This design comes from an exercise in tuning for small area, a short achievable clock period and few clock cycles per item on the open sky130 flow, not from production work.
The RTL was checked by simulation tests, not by an equivalence proof against the original design.
Power and IR drop assume default switching activity.

## v9
Design bias_relu, start of the top module:
module bias_relu #(
  parameter int ROWS    = 4,
  parameter int COLS    = 4,
  parameter int RELU_EN = 1
) (
  input  logic                              clk,
  input  logic                              rst,
  input  logic                              enable,
  input  logic [ROWS-1:0][COLS-1:0][31:0]   matrix_in,
  input  logic [ROWS-1:0][31:0]             bias,
  output logic [ROWS-1:0][COLS-1:0][31:0]   result,
  output logic                              busy,
  output logic                              done
);
Size: about 4600 cells after synthesis, ~530 flip-flops, roughly 1200 I/O pins, about 42000 µm² of cells after synthesis.
==> flow/config.mk <==
export PLATFORM = sky130hd
export DESIGN_NAME = bias_relu
export DESIGN_NICKNAME = bias_relu
export VERILOG_FILES = /design/flow/design.v
export SDC_FILE = /design/flow/constraint.sdc
export NUM_CORES = 4
export LEC_CHECK = 0
export CAP_MARGIN = 20
export CORE_MARGIN = 2
export CORE_UTILIZATION = 35
export SETUP_SLACK_MARGIN = 4.0
export SLEW_MARGIN = 20
==> flow/constraint.sdc <==
create_clock -name core_clock -period 6.5 [get_ports {clk}]
set_input_delay 1.3000 -clock core_clock [delete_from_list [all_inputs] [get_ports {clk}]]
set_output_delay 1.3000 -clock core_clock [all_outputs]
set_load 0.01 [all_outputs]
standard.sh (not shown) runs the stock make flow with config.mk's settings and CLKGATE_MAP_FILE= SYNTH_SCRIPT=/design/flow/synth_recipe.tcl, a recipe that flattens the netlist after the stock synthesis.
==> flow/flow/run.sh <==
#!/bin/bash
# Own layout flow: the standard layout (standard.sh), with
#  - synthesis through flow/synth.tcl: the standard flow's synthesis script with ABC on
#    flow/abc.script (structural mapping, no restructuring) and without the
#    full/half-adder extraction, so the RTL's adder structure is kept;
#  - the port buffers made of sky130_fd_sc_hd__buf_1 instead of the cell
#    buffer_ports picks by default.
# make's output goes to standard_make.log; ORFS keeps each step's log in
# orfs/logs/.
set -euo pipefail
export OWN_WORK=$PWD
export OWN_ABC_SCRIPT=$PWD/flow/abc.script
export BUFFER_PORTS_ARGS="-buffer_cell sky130_fd_sc_hd__buf_1"
bash standard.sh SYNTH_SCRIPT=$PWD/flow/synth.tcl ADDER_MAP_FILE= finish > standard_make.log 2>&1
==> flow/flow/abc.script <==
&get -n
&st
&dch
&nf
&put
buffer -c
topo
stime -c
upsize -c
dnsize -c
==> flow/flow/synth.tcl <==
proc abc {args} {
  set i [lsearch -exact $args -script]
  if {$i >= 0} { lset args [expr {$i + 1}] $::env(OWN_ABC_SCRIPT) }
  yosys abc {*}$args
}
source $::env(OWN_WORK)/synth_recipe.tcl
Testbench counts of v9, summed over its fixed seeds: cycles 3,192, items 1,600.
What v52 does differently from v9 at the input level:
# v9
export LEC_CHECK = 0
export CAP_MARGIN = 20
export CORE_MARGIN = 2
export CORE_UTILIZATION = 35
export SETUP_SLACK_MARGIN = 4.0
export SLEW_MARGIN = 20
create_clock -name core_clock -period 6.5 [get_ports {clk}]
# v52
export LEC_CHECK = 0
export CAP_MARGIN = 20
export CORE_MARGIN = 2
export CORE_UTILIZATION = 35
export SETUP_SLACK_MARGIN = 3.5
export SLEW_MARGIN = 20
create_clock -name core_clock -period 6.5 [get_ports {clk}]
--- outcome ---
Max via count across v52 and v9: v9
g_elem[15].neg_q as the start point of the critical path was reported by v9, and g_elem[3].nbig_q by v52.
Comparing v52 and v9, the lower combinational power was measured on v52.
Changes observed in v52 relative to v9: non-clock buffer total of the final layout went down, power density normalized to cell area went up 19 nW/µm², layout overhead on the synthesized area down 34 points, final cell count decreased by 420 relative to the old numbers.
Per the comparison of v52 with v9, portion of the clock cycle consumed by the worst path in the final layout now sits lower; register fraction of the total cell area now sits higher; total power now sits lower; worst hold slack now sits higher.
Run comparison: v9 timing endpoint of the critical path result[488]; v52 timing endpoint of the critical path result[111]
Cmp v52 vs v9: part of the total power dissipated in the clock network higher in v52
#### Input delta (v5 over v52)
# v52
export LEC_CHECK = 0
export CAP_MARGIN = 20
export CORE_MARGIN = 2
export CORE_UTILIZATION = 35
export SETUP_SLACK_MARGIN = 3.5
export SLEW_MARGIN = 20
create_clock -name core_clock -period 6.5 [get_ports {clk}]
# v5
export LEC_CHECK = 0
export CAP_MARGIN = 20
export CORE_MARGIN = 2
export CORE_UTILIZATION = 35
export SETUP_SLACK_MARGIN = 3.0
export SLEW_MARGIN = 20
create_clock -name core_clock -period 6.5 [get_ports {clk}]
[summary]
Between v52 and v5, synthesis-to-finish area growth decreased. v5 improves on v52 in global-route wire length before repair. Summary: with v52 as the reference, worst supply voltage drop on vdd in v5 moved up by more than 10%. Clock-buffer cell count shrinks by a little under 10% when moving from v52 to v5. v52 ended up with g_elem[3].nbig_q as its critical path startpoint; v5 ended up with g_elem[10].nbig_q. Diff v5 and v52: clock power higher in v5. v5 vs v52 — initial antenna violation count dropped 16. v5: relative contribution of the clock network to total power is 4.6 points higher than what v52 reported. Taking v5 as 1.0, v52 lands at 1.07 on sum of internal, switching and leakage power. Non-clock buffer count (v5 / v52): 0.930. Compared with v52, v5 shows a worst hold slack that is 48 ps lower.

==> static timing again, ports no longer ideal <==
No port has a modelled driver above. Below, the same layouts with a new extraction and two added sets of constraints. Step 1 sets driving cells, clkbuf_16 on the clock port and buf_2 on the other inputs (assumed; they add their load-dependent delay and slew). Step 2, shift: input delay + t, output delay - t, t = (earliest + latest rising clock arrival at the registers) / 2. This alone moves slack from input paths to output paths. a / b / c = no drivers / after step 1 / after step 2; a / b = the first two.
run | t, ns | setup slack, ns | hold WS [ns] | latest minus earliest clock arrival (ns) | worst data-port slew with drivers (ns)
v9 | 0.732 | 3.353 / 3.277 / 2.846 | 0.806 / 0.754 / 1.142 | 0.031 / 0.031 | 0.33
v52 | 0.718 | 3.381 / 3.298 / 2.826 | 0.894 / 0.841 / 1.045 | 0.041 / 0.041 | 0.22
v5 | 0.714 | 3.018 / 2.943 / 2.339 | 0.846 / 0.839 / 0.901 | 0.035 / 0.035 | 0.18
After both steps setup and hold are still met in every run listed. For v5, which loses most, drivers alone change the setup slack by -0.075 ns; drivers and shift together by -0.679 ns.
